This is an optimization exercise on Yosys and OpenROAD, whose aim is small area, a short achievable clock period and few clock cycles, not a production implementation.
The RTL was checked by simulation tests, not by an equivalence proof against the original design.
Power and IR drop assume default switching activity.

**run.sh**
```bash
#!/bin/bash
# synth_recipe.tcl (not shown) runs the flow's synth.tcl, then flattens the netlist and writes it again
# the make line also repeats each setting of config.mk as NAME=value (left out here)
make -C /OpenROAD-flow-scripts/flow DESIGN_CONFIG=/design/flow/config.mk WORK_HOME=/design/flow/orfs CLKGATE_MAP_FILE= SYNTH_SCRIPT=/design/flow/synth_recipe.tcl finish
```
**config.mk**
```make
export PLATFORM = sky130hd
export DESIGN_NAME = mips_param_core
export DESIGN_NICKNAME = mips_param_core
export VERILOG_FILES = /design/flow/design.v
export SDC_FILE = /design/flow/constraint.sdc
export NUM_CORES = 4
export LEC_CHECK = 0
export CAP_MARGIN = 20
export CORE_MARGIN = 2
export CORE_UTILIZATION = 40
export SLEW_MARGIN = 20
```
**constraint.sdc**
```tcl
create_clock -name core_clock -period 32.0 [get_ports {clk}]
set_input_delay 6.4000 -clock core_clock [delete_from_list [all_inputs] [get_ports {clk}]]
set_output_delay 6.4000 -clock core_clock [all_outputs]
set_load 0.01 [all_outputs]
```
**design.v**
```verilog
module mips_param_core #(
  parameter int DW   = 16,
  parameter int NREG = 8,
  parameter int NOUT = 4
) (
  input  logic               clk,
  input  logic               rst_n,
  input  logic               in_valid,
  output logic               in_ready,
  input  logic [31:0]        instruction,
  input  logic [NOUT*5-1:0]  output_reg,
  output logic               out_valid,
  output logic               instruction_fail,
  output logic [NOUT*DW-1:0] out_data
);
  localparam int AW = $clog2(NREG);
  localparam logic [5:0] NR = 6'(NREG);
  typedef enum logic {IDLE, BUSY} state_t;
  state_t state, state_nx;
  logic [DW-1:0] rf [NREG];
  logic [DW-1:0] rv [32];
  logic [5:0] op, fn;
  logic [4:0] rs, rt, rd, sh, wi, g_rd;
  logic [DW-1:0] a, b, imm, slt, alu, wv, ga, gb;
  logic [NOUT*5-1:0] oi, g_oi;
  logic [NOUT*DW-1:0] od;
  logic r_type, addi, known, is_gcd, bad, take, gdone, done, ofail, wen;
  assign {op, rs, rt, rd, sh, fn} = instruction;
  for (genvar i = 0; i < 32; i++) begin : g_rv
    if (i < NREG) begin : g_in
      assign rv[i] = rf[i];
    end else begin : g_oor
      assign rv[i] = '0;
    end
  end
  assign a = rv[rs];
  assign b = rv[rt];
  assign imm = DW'($signed(instruction[15:0]));
  assign slt = {{(DW-1){1'b0}}, ($signed(a) < $signed(b))};
  assign r_type = op == 6'b000000;
  assign addi = op == 6'b001000;
  assign known = fn == 6'b100000 || fn == 6'b100010 || fn == 6'b100100 || fn == 6'b100101 ||
                 fn == 6'b100111 || fn == 6'b101010 || fn == 6'b000000 || fn == 6'b000010 ||
                 fn == 6'b111000;
  assign is_gcd = r_type && fn == 6'b111000;
  assign alu = fn == 6'b100000 ? a + b :
               fn == 6'b100010 ? a - b :
               fn == 6'b100100 ? a & b :
               fn == 6'b100101 ? a | b :
               fn == 6'b100111 ? ~(a | b) :
               fn == 6'b101010 ? slt :
               fn == 6'b000000 ? b << sh :
               fn == 6'b000010 ? b >> sh : '0;
  assign bad = !(addi || (r_type && known)) || {1'b0, rs} >= NR || {1'b0, rt} >= NR ||
               (r_type && {1'b0, rd} >= NR) || (is_gcd && (a == '0 || b == '0));
  assign in_ready = state == IDLE;
  assign take = in_valid && state == IDLE;
  assign gdone = state == BUSY && gb == '0;
  assign done = (take && (bad || !is_gcd)) || gdone;
  assign ofail = state == IDLE && bad;
  assign wen = done && !ofail;
  assign wi = state == BUSY ? g_rd : addi ? rt : rd;
  assign wv = state == BUSY ? ga : addi ? a + imm : alu;
  assign oi = state == BUSY ? g_oi : output_reg;
  assign state_nx = (take && is_gcd && !bad) ? BUSY : gdone ? IDLE : state;
  for (genvar k = 0; k < NOUT; k++) begin : g_o
    logic [4:0] x;
    assign x = oi[5*k +: 5];
    assign od[DW*k +: DW] = ofail ? '0 : (wen && x == wi && x != 5'd0) ? wv : rv[x];
  end
  always_ff @(posedge clk or negedge rst_n) begin
    if (!rst_n) begin
      state <= IDLE;
      ga <= '0;
      gb <= '0;
      g_rd <= '0;
      g_oi <= '0;
      out_valid <= 1'b0;
      instruction_fail <= 1'b0;
      out_data <= '0;
      for (int j = 0; j < NREG; j++) rf[j] <= '0;
    end else begin
      state <= state_nx;
      out_valid <= done;
      if (done) begin
        instruction_fail <= ofail;
        out_data <= od;
      end
      if (wen && wi != 5'd0) rf[wi[AW-1:0]] <= wv;
      if (take && is_gcd && !bad) begin
        ga <= a;
        gb <= b;
        g_rd <= rd;
        g_oi <= output_reg;
      end else if (state == BUSY && !gdone) begin
        ga <= gb;
        gb <= ga % gb;
      end
    end
  end
endmodule
```
==> summary.md <==
| Metric | Value |
|---|---|
| Critical Path RT | `approximately 33000 ps` |
| Std cell rows | `98` |
| Slew @ Worst Pin | `1340 ps` |
| Routability cong. | `between 1 and 1.5` |
| Internal power | `roughly 0.59 mW` |
| CP arrival | `between 30000 and 40000 ps` |
| Commonest cells in the netlist | `nand2_1, nor2_1, dfrtp_1` |
| Leak pwr | `13.3 nW` |
| CTS tree | `built` |
| Vias/cell | `just under 7` |
| Clk slew on worst S/H paths | `approximately 70 ps` |
| Post-DP HPWL | `99600 µm` |
| Clock power share | `about 48%` |
| NumNets Final | `a little under 4000` |
| Worst-case clock skew | `about 44 ps` |
| Critical path class | `flop to flop` |
| CP startpoint kind | `flop` |
| Mapped Cells | `~3700` |
| Clk buf depth | `3` |
| Num CTS Buffers | `31` |
| Port Buffers | `between 100 and 150` |
| Most used cell, CP | `ha_1` |
| Sequential-to-total area share from yosys stat | `~22%` |
| Vias in the first global route | `approximately 30000` |
| Syn nets | `~3900` |
| Top-count cell post-synth | `nand2_1` |
| Max stage delay on crit path | `approximately 720 ps` |
| Final Hold Fails | `0` |
| Slowest cell on crit path | `or4_1` |
| Share of layout cells above drive strength 1 | `a little over a tenth` |
| First-pass DRT Iterations | `7` |
| Area grow syn2layout | `13.6%` |
| Maxcap violations | `0` |
| Upper clock frequency limit | `roughly 33 MHz` |
| Register bit total from synthesis | `~250` |
| Finished Layout Cells | `between 4000 and 5000` |
| Switching share of power | `between 20% and 30%` |
| Crit. End Element | `flop` |
| Synth Flop Type | `dfrtp_1` |
| Post-synth EDFFs | `0` |
| Placed Instances | `about 4600` |
| PwrDens | `25.7 nW/µm²` |
| Clock Sinks | `between 200 and 300` |
| Overflow after GRT | `0` |
| Status | `complete, no violations` |
| Final Critical Period | `approximately 30000 ps` |
| H-Tree Depth | `1` |
| Fraction of registers with async set/reset | `100%` |
| Syn_area_per_cell | `~8 µm²` |
| Fin worst setup slack | `about 1900 ps` |
| Die Y | `roughly 270 µm` |
| Clk Latency, worst-skew pair | `around 640 ps` |
| DRC violations left | `0` |
| Combinational power share | `between 10 and 15%` |
| Final Max Tran Viols | `0` |
| Mapped Area | `approximately 29000 µm²` |
| Hold Crit Class | `flop to flop` |
| Die Width | `around 270 µm` |
| Maximum VDD drop | `about 0.038 mV` |
| Antenna viol nets, final | `0` |
| Root Buffer | `clkbuf_16` |
| Total GRT Usage | `a little over a third` |
| Die area | `73700 µm²` |
| Top cell type's share of synthesized area | `about 22%` |
| Io pins | `between 100 and 150` |
| Top cells by area, synth | `dfrtp_1, ha_1, nand2_1` |
| Pin count of the biggest net entering global routing | `~160` |
| Net switching power | `between 0.2 and 0.25 mW` |
| Hold Buf Count CTS | `0` |
| Drt wl/cell | `roughly 30 µm` |
| Drt initial violations | `roughly 5200` |
| Period utilization | `93.9%` |
| Relative max-transition margin | `10.4%` |
| Initial antenna violation count | `8` |
| CP max FO | `17` |
| Sequential power share | `38.3%` |
| Cell taking the most area after synthesis | `dfrtp_1` |
| Synth cell types | `94` |
| Via count | `around 33000` |
| R2R setup slack | `around 1900 ps` |
| Routed Wire Length | `around 140000 µm` |
| Starting Density | `40.2%` |
| Setup-failing EPs final | `0` |
| Synth Warn # | `3` |
| Core area | `roughly 70000 µm²` |
| Total power | `about 0.83 mW` |
| Worst slack, placed | `118 ps` |
| First-pass GRT wire length | `between 200000 and 250000 µm` |
==> state kept, by name (all words and copies together), names as in the netlist <==
name              cells
rf                  128
g_oi                 20
out_valid             1
out_data             64
g_rd                  5
instruction_fail      1
ga                   16
state                 1
gb                   16
==> per-layer routing <==
layer	vias to the layer above	global-route usage, %	wire length, µm
met2	2391	55.9	60400
met3	652	9.94	16900
met5	-	0	54
met1	15500	45.4	52600
li1	14100	-	-
met4	8	24.0	11100
==> power groups by stage <==
stage | clock network, mW | registers (mW) | logic [mW]
after floorplan | 0 | 0.325 | 0.0618
after global placement | 0 | 0.325 | 0.112
after detailed placement | 0 | 0.325 | 0.111
after CTS | 0.397 | 0.319 | 0.112
after global routing | 0.408 | 0.319 | 0.122
final | 0.397 | 0.319 | 0.118
==> worst max-delay path: cells and delay by family, from the launching register on <==
family,cells,cell delay [ps]
AO/OA/AOI/OAI,51,11970
AND/OR/NAND/NOR,34,7950
adder cells (fa/ha/maj),15,4770
multiplexers,9,3240
buffers and inverters,8,1510
flip-flops,1,480
==> cell usage in the layout (no fill, tap or decap), drive strengths merged, types with 45 or more instances in the layout <==
master / synthesis / layout
nand2: 408 / 408
nor2: 288 / 288
o21ai: 253 / 253
dfrtp: 252 / 252
a21oi: 226 / 227
ha: 200 / 200
a22oi: 168 / 168
buf: 48 / 134
inv: 124 / 126
clkdlybuf4s50: 0 / 117
nor3: 110 / 110
a221oi: 96 / 96
mux2i: 85 / 85
mux2: 80 / 80
nand3: 78 / 78
xnor2: 76 / 76
a22o: 64 / 64
xor2: 58 / 58
nand4: 54 / 54
nand2b: 49 / 49
o211ai: 45 / 45
a31oi: 45 / 45
==> cell type report <==
class	instances	area [µm²]
clock inverter	18	234
antenna	6	15.0
fill	7099	38600
multi-input combinational	3058	21200
sequential	252	6310
tap	950	1190
inverter	126	473
clock buffer	40	890
timing repair buffer	251	2200
==> through the flow <==
stage	hold slack, ps	instance area [µm²]	utilization, %	TNS [ps]
after floorplan	472	28600	-	0
after global placement	455	31100	43.8	0
after detailed placement	459	31100	43.8	0
after CTS	473	32300	45.4	0
after global routing	490	32500	45.6	-88.1
final	469	32500	45.7	0
==> worst paths after layout <==
path	cells after the start	end	start
min in group asynchronous	1	out_data[45]	rst_n
max	117	gb[9]	gb[13]
max in group asynchronous	2	state	rst_n
min	2	out_data[50]	out_data[50]
min reg2reg	2	out_data[50]	out_data[50]
max reg2reg	117	gb[9]	gb[13]
==> repair_timing <==
action / CTS / global route
resized for setup: 1 / 26
cloned: 0 / 1
buffers inserted: 0 / 4
pin swaps: 0 / 2
endpoints found under the setup margin: 1 / 16
==> cells by family after synthesis <==
family	share of synthesized area, %
muxes	7.54
DFF	22.0
AOI/OAI and AO/OA	31.6
xor gates and xnor gates	4.10
and+or+nand+nor	20.8
adders and majority gates	9.03
buffers and inverters	4.89
Testbench counts, summed over its fixed seeds: cycles 5,986.

==> separate check: timing with driven ports <==
The results above use ideal ports. As a check the final layout listed here was re-extracted and re-timed, cells and wires unchanged.
Step 1: set_driving_cell puts a clkbuf_16 on clk and a buf_2 on each other input, an assumption about the parent block.
Step 2 times the ports against the registers' clock, not the clock port: input delays grow and output delays shrink by t, the midpoint of the rising clock arrivals with the driver on.
Slacks: ideal / step 1 / step 2; pairs: ideal / step 1.
shift t [ns]: 0.670
setup slack, ns: 1.941 / 1.941 / 1.941
worst setup path at the end: register to register
After both steps setup and hold are still met in this run. The setup slack of this run moves by 0.000 ns with the drivers and by 0.000 ns with both steps.
